This is an optimization exercise on Yosys and OpenROAD, whose aim is small area, not a production implementation. At most, simulation tests tie the RTL to the original design; equivalence was not proved. Power is estimated from default activity; no workload was simulated.

## soc_ifc_top
module soc_ifc_top (
    input  wire                            clk,
    input  wire                            cptra_rst_b,
    input  wire soc_ifc_pkg::soc_ifc_req_t req_i,
    output soc_ifc_pkg::soc_ifc_rsp_t      rsp_o,
    output logic                           fuse_done_o,
    output logic                           error_intr_o,
    output logic                           cptra_error_fatal_o,
    output logic                           nmi_intr_o
);
export LEC_CHECK = 0
export CAP_MARGIN = 20
export CORE_MARGIN = 2
export CORE_UTILIZATION = 65
export CTS_BUF_LIST = sky130_fd_sc_hd__clkbuf_2 sky130_fd_sc_hd__clkbuf_4
export PLACE_DENSITY = 0.75
export SLEW_MARGIN = 20
create_clock -name core_clock -period 5.0 [get_ports {clk}]
run.sh (not shown) runs the stock make flow with config.mk's settings and CLKGATE_MAP_FILE= SYNTH_SCRIPT=/design/flow/synth_recipe.tcl, a recipe that flattens the netlist after the stock synthesis.
Rerun with:
Settings changed: CORE_UTILIZATION 65 to 40, CTS_BUF_LIST sky130_fd_sc_hd__clkbuf_2 sky130_fd_sc_hd__clkbuf_4 to sky130_fd_sc_hd__clkbuf_4, GPL_TIMING_DRIVEN set to 0, PLACE_DENSITY 0.75 to unset.
Outcome:
- clock power goes up by a little under a tenth
- area after synthesis is unchanged
- worst setup slack loses 0.0086 ns
- clock skew goes down by 0.017 ns
- worst hold slack loses 0.20 ns
- critical path depth goes down by 1
- core utilization goes down by 28 points
- power goes up by a few percent
Rerun with:
Settings changed: CTS_BUF_LIST sky130_fd_sc_hd__clkbuf_4 to unset, GPL_TIMING_DRIVEN 0 to unset.
After rerunning:
- power rose by a few percent
- sequential power hardly moves
- clock power grows by a few percent
- register-to-register slack improved by 0.10 ns
- clock-buffer cell count went down by 121
- die area stays the same
- cell count goes down by a little under a tenth
- utilization shrinks by 0.73 points
- routed wire length came out lower by a few percent
- hold slack gains 0.19 ns
- area after synthesis stays the same
Function was not checked in any run of this note: the RTL went through the layout flow alone.

========
## wip/pepper
soc_ifc_top, a different RTL version from the one above (not shown whole).
For scale: ~1100 cells after synthesis, ~0.017 sq mm of cells after synthesis.
==> flow/config.mk <==
export PLATFORM = sky130hd
export DESIGN_NAME = soc_ifc_top
export DESIGN_NICKNAME = soc_ifc_top
export VERILOG_FILES = /design/flow/design.v
export SDC_FILE = /design/flow/constraint.sdc
export NUM_CORES = 4
export LEC_CHECK = 0
export CAP_MARGIN = 20
export CORE_MARGIN = 2
export CORE_UTILIZATION = 65
export PLACE_DENSITY = 0.75
export SLEW_MARGIN = 20
==> flow/constraint.sdc <==
create_clock -name core_clock -period 5.0 [get_ports {clk}]
set_input_delay 1.0000 -clock core_clock [delete_from_list [all_inputs] [get_ports {clk}]]
set_output_delay 1.0000 -clock core_clock [all_outputs]
set_load 0.01 [all_outputs]
standard.sh (not shown) runs the stock make flow with config.mk's settings and CLKGATE_MAP_FILE= SYNTH_SCRIPT=/design/flow/synth_recipe.tcl, a recipe that flattens the netlist after the stock synthesis.
==> flow/flow/run.sh <==
#!/bin/bash
# Standard ORFS layout with these changes to how cells are chosen:
# - synthesis maps logic with an area-oriented ABC script (flow/abc_map.script)
#   in place of ORFS's speed script; everything else in synthesis is standard
# - ports get the smallest buffer
# - clock tree synthesis clusters more sinks per buffer and inserts no dummy loads
set -euo pipefail
work=$(pwd)
rm -rf "$work/scripts_area"
cp -r "$FLOW_HOME/scripts" "$work/scripts_area"
cp "$work/flow/abc_map.script" "$work/scripts_area/abc_speed.script"
export BUFFER_PORTS_ARGS="-buffer_cell sky130_fd_sc_hd__buf_1"
export CTS_ARGS="-sink_clustering_enable -repair_clock_nets -dont_use_dummy_load -sink_clustering_size 25 -sink_clustering_max_diameter 100"
SCRIPTS_DIR="$work/scripts_area" bash standard.sh synth > synth.log 2>&1
bash standard.sh > standard.log 2>&1
==> flow/flow/abc_map.script <==
strash
&get -n
&st
&dch
&nf -a
&st
&syn2
&dch
&nf -a
&put
topo
stime -c
Modified inputs, wip/umber compared to wip/pepper
Settings: PLACE_DENSITY: 0.75 -> unset; CORE_UTILIZATION: 65 -> 40.
==> flow/run.sh (new file) <==
#!/bin/bash
# synth_recipe.tcl (not shown) runs the flow's synth.tcl, then flattens the netlist and writes it again
# the make line also repeats each setting of config.mk as NAME=value (left out here)
make -C /OpenROAD-flow-scripts/flow DESIGN_CONFIG=/design/flow/config.mk WORK_HOME=/design/flow/orfs CLKGATE_MAP_FILE= SYNTH_SCRIPT=/design/flow/synth_recipe.tcl finish
removed: flow/flow/run.sh
removed: flow/flow/abc_map.script
removed: flow/standard.sh
--- outcome ---
In summary, wip/umber completed successfully, with a layout that passed the timing, DRC and antenna checks.
wip/pepper: full flow OK, the timing, DRC and antenna checks passed
Summary of wip/umber over wip/pepper: maximum frequency ~0 delta; global-route track usage on met2 -12 points; share of synthesized area spent on multiplexers +0.34 points.
In the metrics for wip/pepper and wip/umber, the one carrying the lower synthesized area is wip/pepper.
STATUS clock skew: wip/umber wins against wip/pepper
Going from wip/pepper to wip/umber, synthesized area per cell shrank by a little under 10%.
> inputs changed (wip/umber -> wip/harbor)
Settings: CTS_CLUSTER_SIZE now 25, previously not set; CTS_CLUSTER_DIAMETER now 100, previously not set; CORE_UTILIZATION now 65, was 40; PLACE_DENSITY now 0.75, previously not set.
Notes after the runs:
wip/harbor reached the end of the flow, and the finished layout is clean on the timing, DRC and antenna checks. wip/umber -> wip/harbor: row count decreased by more than 10%. Compared with wip/umber, in wip/harbor maximum level of the CTS H-tree decreased by 1 relative to the old numbers; hold slack now larger; routed length on met1 moved down; die area shows a reduction of 38%; post-route standard cell area excluding fillers saw a decrease. Against wip/umber, wip/harbor reports a clock network power share that is lower. A destination of the critical timing path of rsp_o[13] is what wip/umber shows, while rsp_o[15] belongs to wip/harbor. Clock buffer count from CTS for wip/harbor: about 50% down relative to wip/umber. Setup slack: wip/harbor more than wip/umber.
For wip/nickel, these inputs were changed with respect to wip/harbor:
Settings: CTS_CLUSTER_SIZE: 25 -> unset; CTS_CLUSTER_DIAMETER: 100 -> unset.
==> flow/flow/run.sh (new file) <==
#!/bin/bash
# Standard ORFS layout with three changes to how cells are chosen:
# ports get the smallest buffer, and clock tree synthesis clusters more
# sinks per buffer and inserts no dummy loads.
set -euo pipefail
export BUFFER_PORTS_ARGS="-buffer_cell sky130_fd_sc_hd__buf_1"
export CTS_ARGS="-sink_clustering_enable -repair_clock_nets -dont_use_dummy_load -sink_clustering_size 25 -sink_clustering_max_diameter 100"
bash standard.sh > standard.log 2>&1
==> flow/standard.sh (new file) <==
#!/bin/bash
# synth_recipe.tcl (not shown) runs the flow's synth.tcl, then flattens the netlist and writes it again
# the make line also repeats each setting of config.mk as NAME=value (left out here)
make -C /OpenROAD-flow-scripts/flow DESIGN_CONFIG=/design/flow/config.mk WORK_HOME=/design/flow/orfs CLKGATE_MAP_FILE= SYNTH_SCRIPT=/design/flow/synth_recipe.tcl "${@:-finish}"
removed: flow/run.sh
--- outcome ---
[compare] base=wip/harbor new=wip/nickel: die extent in y closely matched the old numbers, global routing usage on met1 lower, non-clock buffer count fell about 4.5%. Compared with wip/harbor, wip/nickel shows a cell count that is 22 lower. No stage failed in wip/nickel, and the final checks on the layout all came back clean. On switching power summed over all nets, wip/harbor loses to wip/nickel. wip/harbor tops out at a lower clock frequency than wip/nickel. Delta (wip/nickel minus wip/harbor): final instance area went down by 630 sq um, part of the total power dissipated in combinational logic went down by 0.4 points, share of total power consumed by net switching went down by 0.33 points.
## Diff of input files: wip/xenon against wip/nickel
Settings: setting GPL_TIMING_DRIVEN to 0 for the first time.
==> flow/flow/run.sh <==
#!/bin/bash
# Standard ORFS layout with these changes to how cells are chosen:
# - synthesis maps logic with an area-oriented ABC script (flow/abc_map.script)
#   in place of ORFS's speed script; everything else in synthesis is standard
# - ports get the smallest buffer
# - clock tree synthesis clusters more sinks per buffer and inserts no dummy loads
set -euo pipefail
work=$(pwd)
rm -rf "$work/scripts_area"
cp -r "$FLOW_HOME/scripts" "$work/scripts_area"
cp "$work/flow/abc_map.script" "$work/scripts_area/abc_speed.script"
export BUFFER_PORTS_ARGS="-buffer_cell sky130_fd_sc_hd__buf_1"
export CTS_ARGS="-sink_clustering_enable -repair_clock_nets -dont_use_dummy_load -sink_clustering_size 25 -sink_clustering_max_diameter 100"
SCRIPTS_DIR="$work/scripts_area" bash standard.sh synth > synth.log 2>&1
bash standard.sh > standard.log 2>&1
==> flow/flow/abc_map.script (new file) <==
strash
&get -n
&st
&dch
&nf -a
&st
&syn2
&dch
&nf -a
&put
topo
stime -c
==> comparison <==
wip/xenon: all stages complete, timing, DRC and antenna checks passed. [compare] base=wip/nickel new=wip/xenon: wire length now smaller; met3 track demand over resource in global routing saw an increase; area of all placed cells without fillers has increased. wip/xenon ended up with met4 as its uppermost metal layer occupied by signal nets; wip/nickel ended up with met5. Of wip/nickel and wip/xenon, the run reporting the higher slew of the pin with the lowest slew margin was wip/nickel. Compared with wip/nickel, wip/xenon degrades worst setup slack.

what the ideal ports hide:
Ports are ideal in the flow. The routed layouts listed here were re-timed in OpenROAD. Step 1: set_driving_cell puts a clkbuf_16 on clk and a buf_2 on each other input, an assumption about the parent block. Step 2 adds t to the input delays and takes it off the output delays; t is the mean of the earliest and latest rising clock arrival at the registers after step 1. Input paths then give back, and output paths get back, about the clock's delay inside the block. Three values: ideal, step 1, step 2; two values: the first two.
run	shift t [ns]	setup WS [ns]	worst register clock-pin slew, ns	worst slew at a driven data input, ns	cell pins on the clock port's net
the first run of note 1	0.801	0.216 / 0.167 / 0.806	0.08 / 0.08	0.05	1
the second run of note 1	0.873	0.208 / 0.160 / 0.622	0.08 / 0.08	0.04	1
the third run of note 1	0.611	0.250 / 0.195 / 0.721	0.06 / 0.06	0.04	1
wip/pepper	0.562	0.357 / 0.357 / 0.357	0.10 / 0.10	0.03	1
wip/umber	0.614	0.364 / 0.308 / 0.922	0.07 / 0.07	0.04	1
wip/harbor	0.588	0.504 / 0.453 / 1.041	0.10 / 0.10	0.06	1
wip/nickel	0.573	0.971 / 0.924 / 1.496	0.10 / 0.10	0.04	1
wip/xenon	0.574	0.155 / 0.155 / 0.155	0.10 / 0.10	0.04	1
After both steps every run listed still meets setup and hold.
